Context: an optimization exercise on an open-source flow, tuned for small area, a short achievable clock period and few clock cycles per item. The choices shown serve that exercise and are no tape-out recipe. In this exercise RTL edits were held to simulation tests only and were not proved equivalent to the original. Power and IR drop assume default switching activity.

Setup of job 1446:
==> flow/design.v (excerpt) <==
module accumulator_pingpong_bank #(
  parameter int ROWS      = 4,
  parameter int COLS      = 4,
  parameter int IN_WIDTH  = 16,
  parameter int ACC_WIDTH = 32,
  parameter int SATURATE  = 1
) (
  input  logic                                     clk_i,
  input  logic                                     reset_n_i,
  input  logic                                     in_valid_i,
  output logic                                     in_ready_o,
  input  logic                                     in_last_i,
  input  logic [ROWS-1:0][COLS-1:0][IN_WIDTH-1:0]  in_data_i,
  output logic                                     out_valid_o,
  input  logic                                     out_ready_i,
  output logic [COLS-1:0][ACC_WIDTH-1:0]           out_data_o,
  output logic [$clog2(ROWS)-1:0]                  out_row_o,
  output logic                                     out_last_o,
  output logic                                     out_overflow_o
);
Size in the first run: ~5100 cells after synthesis, roughly 780 flip-flops, ~400 I/O pins, ~0.047 mm² of cells after synthesis.
Settings: LEC_CHECK=0, CAP_MARGIN=20, CORE_MARGIN=2, CORE_UTILIZATION=60, CTS_CLUSTER_DIAMETER=80, CTS_CLUSTER_SIZE=30, SETUP_SLACK_MARGIN=4.3, SLEW_MARGIN=20, SYNTH_HIERARCHICAL=1, SYNTH_MINIMUM_KEEP_SIZE=0; clock period 7.0 ns.
standard.sh (not shown) runs the stock make flow with config.mk's settings and CLKGATE_MAP_FILE= SYNTH_SCRIPT=/design/flow/synth_recipe.tcl, a recipe that flattens the netlist after the stock synthesis.
==> flow/flow/run.sh <==
#!/bin/bash
# Standard layout, but the port buffers are the smallest buffer cell.
set -e
export BUFFER_PORTS_ARGS="-buffer_cell sky130_fd_sc_hd__buf_1"
bash standard.sh > standard.log 2>&1
Testbench counts of job 1446, summed over its fixed seeds: cycles 9,667, beats 6,772.
Relative to job 1446, the following input files were edited for job 7110:
# job 1446
export LEC_CHECK = 0
export CAP_MARGIN = 20
export CORE_MARGIN = 2
export CORE_UTILIZATION = 60
export CTS_CLUSTER_DIAMETER = 80
export CTS_CLUSTER_SIZE = 30
export SETUP_SLACK_MARGIN = 4.3
export SLEW_MARGIN = 20
export SYNTH_HIERARCHICAL = 1
export SYNTH_MINIMUM_KEEP_SIZE = 0
create_clock -name core_clock -period 7.0 [get_ports {clk_i}]
# job 7110
export LEC_CHECK = 0
export CAP_MARGIN = 20
export CORE_MARGIN = 2
export CORE_UTILIZATION = 45
export SETUP_SLACK_MARGIN = 4.5
export SLEW_MARGIN = 20
export SYNTH_HIERARCHICAL = 1
export SYNTH_MINIMUM_KEEP_SIZE = 0
create_clock -name core_clock -period 7.0 [get_ports {clk_i}]
==> comparison <==
Job 7110 — core utilization 10 points lower, job 1446 as reference. Diff job 1446 -> job 7110: total power increased by 24% relative to the old numbers; routed wire length increased by 14000 µm relative to the old numbers.
Modified inputs, job 169 compared to job 7110
# job 7110
export LEC_CHECK = 0
export CAP_MARGIN = 20
export CORE_MARGIN = 2
export CORE_UTILIZATION = 45
export SETUP_SLACK_MARGIN = 4.5
export SLEW_MARGIN = 20
export SYNTH_HIERARCHICAL = 1
export SYNTH_MINIMUM_KEEP_SIZE = 0
create_clock -name core_clock -period 7.0 [get_ports {clk_i}]
# job 169
export LEC_CHECK = 0
export CAP_MARGIN = 20
export CORE_MARGIN = 2
export CORE_UTILIZATION = 45
export CTS_CLUSTER_DIAMETER = 70
export CTS_CLUSTER_SIZE = 25
export SETUP_SLACK_MARGIN = 4.3
export SLEW_MARGIN = 20
export SYNTH_HIERARCHICAL = 1
export SYNTH_MINIMUM_KEEP_SIZE = 0
create_clock -name core_clock -period 7.0 [get_ports {clk_i}]
Results
Job 169 | stages: all done | timing, DRC, antenna: all pass
Share of flip-flops with an asynchronous set or reset after synthesis: job 169 vs job 7110, no meaningful difference
In the metrics for job 7110 and job 169, the one carrying the lower total power is job 169.
Of job 7110 and job 169, the run reporting the higher wire length on met2 was job 7110.
Relative to job 169, the following input files were edited for job 103:
# job 169
export LEC_CHECK = 0
export CAP_MARGIN = 20
export CORE_MARGIN = 2
export CORE_UTILIZATION = 45
export CTS_CLUSTER_DIAMETER = 70
export CTS_CLUSTER_SIZE = 25
export SETUP_SLACK_MARGIN = 4.3
export SLEW_MARGIN = 20
export SYNTH_HIERARCHICAL = 1
export SYNTH_MINIMUM_KEEP_SIZE = 0
create_clock -name core_clock -period 7.0 [get_ports {clk_i}]
# job 103
export LEC_CHECK = 0
export CAP_MARGIN = 20
export CORE_MARGIN = 2
export CORE_UTILIZATION = 45
export SETUP_SLACK_MARGIN = 4.2
export SLEW_MARGIN = 20
export SYNTH_HIERARCHICAL = 1
export SYNTH_MINIMUM_KEEP_SIZE = 0
create_clock -name core_clock -period 7.0 [get_ports {clk_i}]
--- outcome ---
met4 as the top layer reached by signal wires was reported by job 169, and met5 by job 103. Clock skew | job 103 below job 169. Changes observed in job 103 relative to job 169: part of the total power dissipated in combinational logic saw a decrease; first-pass GRT wire length has increased. In terms of power consumed by combinational cells, job 169 and job 103 differ only marginally. Against job 169, worst setup margin in job 103 came out worse. Looking at capture point of the critical path, the out_data_o[60] result is from job 103; the acc_q[180] one comes from job 169. Final-layout clock-cell area share was lower in job 169 than in job 103. Summary: with job 169 as the reference, internal power in job 103 moved up by more than 10%.
## Diff of input files: job 7690 against job 103
# job 103
export LEC_CHECK = 0
export CAP_MARGIN = 20
export CORE_MARGIN = 2
export CORE_UTILIZATION = 45
export SETUP_SLACK_MARGIN = 4.2
export SLEW_MARGIN = 20
export SYNTH_HIERARCHICAL = 1
export SYNTH_MINIMUM_KEEP_SIZE = 0
create_clock -name core_clock -period 7.0 [get_ports {clk_i}]
# job 7690
export LEC_CHECK = 0
export CAP_MARGIN = 20
export CORE_MARGIN = 2
export CORE_UTILIZATION = 45
export CTS_CLUSTER_DIAMETER = 80
export CTS_CLUSTER_SIZE = 30
export SETUP_SLACK_MARGIN = 4.3
export SLEW_MARGIN = 20
export SYNTH_HIERARCHICAL = 1
export SYNTH_MINIMUM_KEEP_SIZE = 0
create_clock -name core_clock -period 7.0 [get_ports {clk_i}]
[summary]
- Job 103 → job 7690: net switching share of the total power climbed 4.9 points, final worst-path cycle share dropped 1.1 points.
- Of job 103 and job 7690, the run reporting the higher number of global-route vias before repair was job 103.
- The critical path's slowest cell comes out sky130_fd_sc_hd__dfxtp_1 in one run and sky130_fd_sc_hd__dfxtp_2 in the other, namely in job 7690 and job 103 respectively.
- Job 7690 reports its uppermost layer routed as met4 while job 103 reports met5.
- Delta (job 7690 minus job 103): via count down about 1%; final hold slack flat; die area flat; post-route worst setup slack up 0.074 ns.
- Number of stages on the worst hold path came out exactly the same in job 103 and job 7690.
## Diff of input files: job 1210 against job 7690
# job 7690
export LEC_CHECK = 0
export CAP_MARGIN = 20
export CORE_MARGIN = 2
export CORE_UTILIZATION = 45
export CTS_CLUSTER_DIAMETER = 80
export CTS_CLUSTER_SIZE = 30
export SETUP_SLACK_MARGIN = 4.3
export SLEW_MARGIN = 20
export SYNTH_HIERARCHICAL = 1
export SYNTH_MINIMUM_KEEP_SIZE = 0
create_clock -name core_clock -period 7.0 [get_ports {clk_i}]
# job 1210
export LEC_CHECK = 0
export CAP_MARGIN = 20
export CORE_MARGIN = 2
export CORE_UTILIZATION = 45
export CTS_CLUSTER_DIAMETER = 80
export CTS_CLUSTER_SIZE = 30
export SETUP_SLACK_MARGIN = 4.4
export SLEW_MARGIN = 20
export SYNTH_HIERARCHICAL = 1
export SYNTH_MINIMUM_KEEP_SIZE = 0
create_clock -name core_clock -period 7.0 [get_ports {clk_i}]
--- outcome ---
Job 1210 has completed all stages; timing, DRC and antenna checks passed.
Critical-path cell with the highest stage delay = sky130_fd_sc_hd__dfxtp_2: job 1210; critical-path cell with the highest stage delay = sky130_fd_sc_hd__dfxtp_1: job 7690
Per the comparison of job 1210 with job 7690, total power density per cell area went down about 4.3%; routability-driven placement congestion ratio went down 0.090; area of the multi-input gates went up about 1.1%.
Going from job 7690 to job 1210, post-placement setup slack +0.014 ns, switching power summed over all nets -0.000013 W.
Compared with job 7690, in job 1210 critical path depth shows an increase of 1; final worst-path cycle share stayed essentially flat.


nickel:
Another version of the RTL of accumulator_pingpong_bank (not shown whole).
Size in the first run: about 5000 cells after synthesis, ~770 flip-flops.
==> flow/design.v (excerpt) <==
module accumulator_pingpong_bank #(
  parameter int ROWS      = 4,
  parameter int COLS      = 4,
  parameter int IN_WIDTH  = 16,
  parameter int ACC_WIDTH = 32,
  parameter int SATURATE  = 1
) (
  input  logic                                     clk_i,
  input  logic                                     reset_n_i,
  input  logic                                     in_valid_i,
  output logic                                     in_ready_o,
  input  logic                                     in_last_i,
  input  logic [ROWS-1:0][COLS-1:0][IN_WIDTH-1:0]  in_data_i,
  output logic                                     out_valid_o,
  input  logic                                     out_ready_i,
  output logic [COLS-1:0][ACC_WIDTH-1:0]           out_data_o,
  output logic [$clog2(ROWS)-1:0]                  out_row_o,
  output logic                                     out_last_o,
  output logic                                     out_overflow_o
);
clock: 7.0 ns
lec_check: 0
cap_margin: 20
core_margin: 2
core_utilization: 45
cts_buf_list: sky130_fd_sc_hd__clkbuf_8
setup_slack_margin: 4.5
slew_margin: 20
synth_hierarchical: 1
synth_minimum_keep_size: 0
run.sh (not shown) runs the stock make flow with config.mk's settings and CLKGATE_MAP_FILE= SYNTH_SCRIPT=/design/flow/synth_recipe.tcl, a recipe that flattens the netlist after the stock synthesis.
Stock flow here: none of the scripts above is used.
Testbench counts of nickel, summed over its fixed seeds: cycles 9,667, beats 6,772.
## Diff of input files: xenon against nickel
- a deleted CTS_BUF_LIST that had been sky130_fd_sc_hd__clkbuf_8
[compare] base=nickel new=xenon: relative area of non-clock buffer cells in the final design rose 0.48 points; wire length rose 0.70%; proportion of cell area occupied by multi-input gates fell 0.27 points.
Est. power | xenon vs nickel | xenon higher
Area: xenon vs nickel -> xenon larger
For yarrow, these inputs were changed with respect to xenon:
- CORE_UTILIZATION: 45 -> 60
- yarrow ran to completion and came out clean on the timing, DRC and antenna checks.
- Against xenon, yarrow reports a post-route minimum period that is lower.
- Between xenon and yarrow, the post-route fraction of the period consumed by the critical path is higher for xenon.
- yarrow against xenon: number of different library cells in the post-synthesis netlist barely changed; number of antenna violations at the first check in global routing dropped 6; power dropped 0.87%; via total after detailed routing climbed 2.0%.
- Cell internal power dissipation (yarrow vs. xenon) decreases slightly
- yarrow vs xenon: wire length down in yarrow
- Delta (yarrow minus xenon): global-route wire length before repair dropped about 2%; core utilization climbed 19 points.
Relative to yarrow, the following input files were edited for onyx:
- a change of CORE_UTILIZATION from 60 to 45
==> flow/flow/run.sh (new file) <==
#!/bin/bash
# Standard layout, but the port buffers are the smallest buffer cell.
set -e
export BUFFER_PORTS_ARGS="-buffer_cell sky130_fd_sc_hd__buf_1"
bash standard.sh > standard.log 2>&1
==> flow/standard.sh (new file) <==
#!/bin/bash
# synth_recipe.tcl (not shown) runs the flow's synth.tcl, then flattens the netlist and writes it again
# the make line also repeats each setting of config.mk as NAME=value (left out here)
make -C /OpenROAD-flow-scripts/flow DESIGN_CONFIG=/design/flow/config.mk WORK_HOME=/design/flow/orfs CLKGATE_MAP_FILE= SYNTH_SCRIPT=/design/flow/synth_recipe.tcl "${@:-finish}"
removed: flow/run.sh
==> summary.txt <==
- Max multi-input combinational area share across onyx and yarrow: onyx
- Compared with yarrow, in onyx proportion of power drawn by combinational gates has decreased, largest stage delay on the critical path went down by 0.02 ns.
- Final wirelength, onyx and yarrow, higher one = yarrow.
- yarrow has lower minimum period implied by the final worst setup slack than onyx.
- Summary of the comparison: actual transition at the worst max-transition pin is higher in onyx, relative to yarrow.
- Power per cell area ends up lower on yarrow.
- onyx ends up with a post-place setup slack that is 0.57 ns higher than in yarrow.
- onyx ended up with in_ready_o as its endpoint of the worst setup timing path; yarrow ended up with out_last_o.
- | summed area of non-filler cells in the final layout | onyx vs yarrow | better |

## static timing again, ports no longer ideal
No port has a modelled driver above. Below, the same layouts with a new extraction and two added sets of constraints.
Step 1 assumes that a clkbuf_16 drives the clock port and a buf_2 every other input.
Step 2 adds t to the input delays and takes it off the output delays; t is the mean of the earliest and latest rising clock arrival at the registers after step 1. Input paths then give back, and output paths get back, about the clock's delay inside the block.
Three values: ideal ports, drivers, drivers and shift; two values: the first two.
| run | t (ns) | setup slack, ns | worst register clock-pin slew, ns |
|---|---|---|---|
| job 1446 | 0.682 | 4.342 / 4.272 / 3.721 | 0.11 / 0.11 |
| job 7110 | 0.726 | 4.334 / 4.313 / 3.880 | 0.07 / 0.07 |
| job 169 | 0.702 | 4.357 / 4.294 / 3.813 | 0.10 / 0.10 |
| job 103 | 0.722 | 4.272 / 4.208 / 3.728 | 0.06 / 0.06 |
| job 7690 | 0.725 | 4.346 / 4.276 / 3.828 | 0.11 / 0.11 |
| job 1210 | 0.732 | 4.354 / 4.285 / 3.820 | 0.11 / 0.11 |
| nickel | 0.867 | 4.129 / 4.060 / 3.676 | 0.06 / 0.06 |
| xenon | 0.736 | 4.266 / 4.195 / 3.722 | 0.06 / 0.06 |
| yarrow | 0.708 | 4.279 / 4.206 / 3.805 | 0.06 / 0.06 |
| onyx | 0.715 | 4.240 / 4.169 / 3.576 | 0.06 / 0.06 |
After both steps every run listed still meets setup and hold. The setup slack of onyx, which loses most, moves by -0.071 ns with the drivers and by -0.664 ns with both steps.
